This design comes from an exercise in tuning for small area and a short achievable clock period on the open sky130 flow, not from production work.
At most, simulation tests tie the RTL to the original design; equivalence was not proved.

==> inputs of v15 <==
## ahb_mem
module ahb_mem (
    input  logic        i_clk_ahb,                              
    input  logic        i_rstn_ahb,                             
    input  logic        i_htrans,                               
    input  logic        i_hwrite,                               
    input  logic [31:0] i_haddr,                                
    input  logic [31:0] i_hwdata,                               
    output logic        o_hready,                               
    output logic [31:0] o_hrdata                                
);
==> module ahb_mem, before the edit <==
module ahb_mem (
    input  logic        i_clk_ahb,                              
    input  logic        i_rstn_ahb,                             
    input  logic        i_htrans,                               
    input  logic        i_hwrite,                               
    input  logic [31:0] i_haddr,                                
    input  logic [31:0] i_hwdata,                               
    output logic        o_hready,                               
    output logic [31:0] o_hrdata                                
);
    localparam int NW = 128;                                    
    logic        hready_q;                                      
    logic [1:0]  wait_q;                                        
    logic        wr_q;                                          
    logic [31:0] rdata_q;                                       
    logic [31:0] mem_q [NW];                                    
    logic [NW-1:0] dec;                                         
    logic [NW-1:0] sel_q;                                       
    logic [31:0] rd_word;                                       
    always_ff @(posedge i_clk_ahb or negedge i_rstn_ahb) begin
        if (!i_rstn_ahb) begin
            hready_q <= 1'b1;
            wait_q   <= 2'd0;
            wr_q     <= 1'b0;
        end else begin
            wr_q <= hready_q && i_htrans && i_hwrite;
            if (hready_q) begin
                if (i_htrans && !i_hwrite) begin
                    hready_q <= 1'b0;
                    wait_q   <= i_haddr[12] ? 2'd2 : 2'd0;
                end
            end else if (wait_q == 2'd0) begin
                hready_q <= 1'b1;
            end else begin
                wait_q <= wait_q - 2'd1;
            end
        end
    end
    always_comb begin
        for (int w = 0; w < NW; w++) dec[w] = ({i_haddr[12], i_haddr[7:2]} == 7'(w));
    end
    always_ff @(posedge i_clk_ahb) begin
        if (hready_q) sel_q <= dec;
    end
    for (genvar w = 0; w < NW; w++) begin : g_word
        always_ff @(posedge i_clk_ahb) begin
            if (wr_q && sel_q[w]) mem_q[w] <= i_hwdata;
        end
    end
    localparam int NG = (NW + 2) / 3;                           
    logic [31:0] grp_n [NG];                                    
    logic [31:0] or4 [(NG + 3) / 4];                            
    for (genvar g = 0; g < NG; g++) begin : g_grp
        localparam int W0 = 3 * g;
        ahb_mem_aoi3 aoi_i (
            .i_sel ({(W0 + 2 < NW) ? sel_q[W0 + 2] : 1'b0, sel_q[W0 + 1], sel_q[W0]}),
            .i_d0  (mem_q[W0]),
            .i_d1  (mem_q[W0 + 1]),
            .i_d2  ((W0 + 2 < NW) ? mem_q[W0 + 2] : 32'h0),
            .o_n   (grp_n[g])
        );
    end
    always_comb begin
        for (int k = 0; k < (NG + 3) / 4; k++) begin
            or4[k] = '0;
            for (int g = 4 * k; g < 4 * k + 4 && g < NG; g++) or4[k] = or4[k] | ~grp_n[g];
        end
        rd_word = '0;
        for (int k = 0; k < (NG + 3) / 4; k++) rd_word = rd_word | or4[k];
    end
    always_ff @(posedge i_clk_ahb) begin
        rdata_q <= rd_word;
    end
    assign o_hready = hready_q;
    assign o_hrdata = rdata_q;
endmodule
==> module ahb_mem_aoi3, before the edit <==
module ahb_mem_aoi3 (
    input  logic [2:0]  i_sel,
    input  logic [31:0] i_d0,
    input  logic [31:0] i_d1,
    input  logic [31:0] i_d2,
    output logic [31:0] o_n
);
    assign o_n = ~(({32{i_sel[0]}} & i_d0) | ({32{i_sel[1]}} & i_d1) | ({32{i_sel[2]}} & i_d2));
endmodule
make LEC_CHECK=0 ABC_CLOCK_PERIOD_IN_PS=2500 CAP_MARGIN=20 CORE_MARGIN=2 CORE_UTILIZATION=55 SETUP_SLACK_MARGIN=2.3 SLEW_MARGIN=20 SYNTH_HIERARCHICAL=1 SYNTH_MINIMUM_KEEP_SIZE=0 finish   # period 5.0 ns
run.sh (not shown) runs the stock make flow with config.mk's settings and CLKGATE_MAP_FILE= SYNTH_SCRIPT=/design/flow/synth_recipe.tcl, a recipe that flattens the netlist after the stock synthesis.
==> v31 (differences from v15) <==
--- a/flow/design.v
+++ b/flow/design.v
@@ -39,32 +39,56 @@
     logic [NW-1:0] sel_q;                                       
     logic [31:0] rd_word;                                       
+    logic [31:0] mem_d [NW];                                    
+    logic        phase_q;                                       
+    logic [31:0] wcol;                                          
+    logic        hready_d;                                      
+    logic        stall_q;                                       
+    always_comb begin
+        if (hready_q)              hready_d = !(i_htrans && !i_hwrite);
+        else                       hready_d = (wait_q == 2'd0);
+    end
     always_ff @(posedge i_clk_ahb or negedge i_rstn_ahb) begin
         if (!i_rstn_ahb) begin
             hready_q <= 1'b1;
+            stall_q  <= 1'b0;
             wait_q   <= 2'd0;
             wr_q     <= 1'b0;
         end else begin
-            wr_q <= hready_q && i_htrans && i_hwrite;
-            if (hready_q) begin
-                if (i_htrans && !i_hwrite) begin
-                    hready_q <= 1'b0;
-                    wait_q   <= i_haddr[12] ? 2'd2 : 2'd0;
-                end
-            end else if (wait_q == 2'd0) begin
-                hready_q <= 1'b1;
-            end else begin
-                wait_q <= wait_q - 2'd1;
-            end
+            hready_q <= hready_d;
+            stall_q  <= !hready_d;
+            wr_q     <= hready_q && i_htrans && i_hwrite;
+            if (hready_q)               wait_q <= i_haddr[12] ? 2'd2 : 2'd0;
+            else if (wait_q != 2'd0)    wait_q <= wait_q - 2'd1;
         end
     end
+    logic [6:0]  addr_q;                                        
+    logic [6:0]  addr_cur;                                      
+    assign addr_cur = hready_q ? {i_haddr[12], i_haddr[7:2]} : addr_q;
     always_comb begin
-        for (int w = 0; w < NW; w++) dec[w] = ({i_haddr[12], i_haddr[7:2]} == 7'(w));
+        for (int w = 0; w < NW; w++) dec[w] = (addr_cur == 7'(w));
     end
     always_ff @(posedge i_clk_ahb) begin
-        if (hready_q) sel_q <= dec;
+        addr_q <= addr_cur;
+        sel_q  <= dec;
     end
+    always_ff @(posedge i_clk_ahb or negedge i_rstn_ahb) begin
+        if (!i_rstn_ahb) phase_q <= 1'b0;
+        else             phase_q <= !phase_q;
+    end
+    assign wcol = i_hwdata ^ {32{phase_q}};                     
     for (genvar w = 0; w < NW; w++) begin : g_word
+        logic we;
+        assign we = wr_q && sel_q[w];
+        for (genvar b = 0; b < 32; b++) begin : g_bit
+            ahb_mem_oai2 cell_i (
+                .i_hold (!we),
+                .i_we   (we),
+                .i_q    (mem_q[w][b]),
+                .i_d    (wcol[b]),
+                .o_n    (mem_d[w][b])
+            );
+        end
         always_ff @(posedge i_clk_ahb) begin
-            if (wr_q && sel_q[w]) mem_q[w] <= i_hwdata;
+            mem_q[w] <= mem_d[w];
         end
     end
@@ -74,11 +98,13 @@
     for (genvar g = 0; g < NG; g++) begin : g_grp
         localparam int W0 = 3 * g;
-        ahb_mem_aoi3 aoi_i (
-            .i_sel ({(W0 + 2 < NW) ? sel_q[W0 + 2] : 1'b0, sel_q[W0 + 1], sel_q[W0]}),
-            .i_d0  (mem_q[W0]),
-            .i_d1  (mem_q[W0 + 1]),
-            .i_d2  ((W0 + 2 < NW) ? mem_q[W0 + 2] : 32'h0),
-            .o_n   (grp_n[g])
-        );
+        for (genvar b = 0; b < 32; b++) begin : g_bit
+            ahb_mem_aoi3 aoi_i (
+                .i_sel ({(W0 + 2 < NW) ? sel_q[W0 + 2] : 1'b0, sel_q[W0 + 1], sel_q[W0]}),
+                .i_d0  (mem_q[W0][b]),
+                .i_d1  (mem_q[W0 + 1][b]),
+                .i_d2  ((W0 + 2 < NW) ? mem_q[W0 + 2][b] : 1'b0),
+                .o_n   (grp_n[g][b])
+            );
+        end
     end
     always_comb begin
@@ -91,16 +117,25 @@
     end
     always_ff @(posedge i_clk_ahb) begin
-        rdata_q <= rd_word;
+        rdata_q <= rd_word ^ {32{phase_q}};
     end
-    assign o_hready = hready_q;
+    assign o_hready = !stall_q;
     assign o_hrdata = rdata_q;
 endmodule
 module ahb_mem_aoi3 (
-    input  logic [2:0]  i_sel,
-    input  logic [31:0] i_d0,
-    input  logic [31:0] i_d1,
-    input  logic [31:0] i_d2,
-    output logic [31:0] o_n
+    input  logic [2:0] i_sel,
+    input  logic       i_d0,
+    input  logic       i_d1,
+    input  logic       i_d2,
+    output logic       o_n
 );
-    assign o_n = ~(({32{i_sel[0]}} & i_d0) | ({32{i_sel[1]}} & i_d1) | ({32{i_sel[2]}} & i_d2));
+    assign o_n = ~((i_sel[0] & i_d0) | (i_sel[1] & i_d1) | (i_sel[2] & i_d2));
 endmodule
+module ahb_mem_oai2 (
+    input  logic i_hold,                                        
+    input  logic i_we,                                          
+    input  logic i_q,
+    input  logic i_d,
+    output logic o_n
+);
+    assign o_n = ~((i_q | i_we) & (i_d | i_hold));
+endmodule
Settings changed: SETUP_SLACK_MARGIN 2.3 to 2.0, TNS_END_PERCENT set to 5.
==> summary of the runs <==
- v31 completed with no timing, DRC or antenna violations. v15 completed and failed the layout checks on antenna rules.
- In v31 the utilization is higher than in v15, by 3.3 points.
- In v15 the non-clock buffer count is lower than in v31, by 48.
- Die area: v15 is higher than v31 (14%).
- Between v15 and v31, the lower setup slack is in v31 (gap 500 ps).
Only the layout flow was run in v15; the RTL was not checked for function there.

-- port drivers added, routing unchanged --
The flow's constraints put no driver on any port. The routed layouts listed below were extracted and timed again, unchanged, in two steps.
Step 1: set_driving_cell puts a clkbuf_16 on i_clk_ahb and a buf_2 on each other input, an assumption about the parent block.
Step 2 also shifts input and output timing later by t, the mid clock arrival at the registers, as if the neighbouring blocks saw the same clock.
Three values: ideal, step 1, step 2; two values: the first two.
| run | shift t [ns] | setup slack, ns | clock arrival spread, ns |
|---|---|---|---|
| v15 | 1.052 | 2.003 / 2.003 / 1.371 | 0.088 / 0.088 |
| v31 | 1.067 | 1.506 / 1.506 / 1.419 | 0.039 / 0.039 |
The setup slack of v15, which loses most, moves by 0.000 ns with the drivers and by -0.632 ns with both steps.
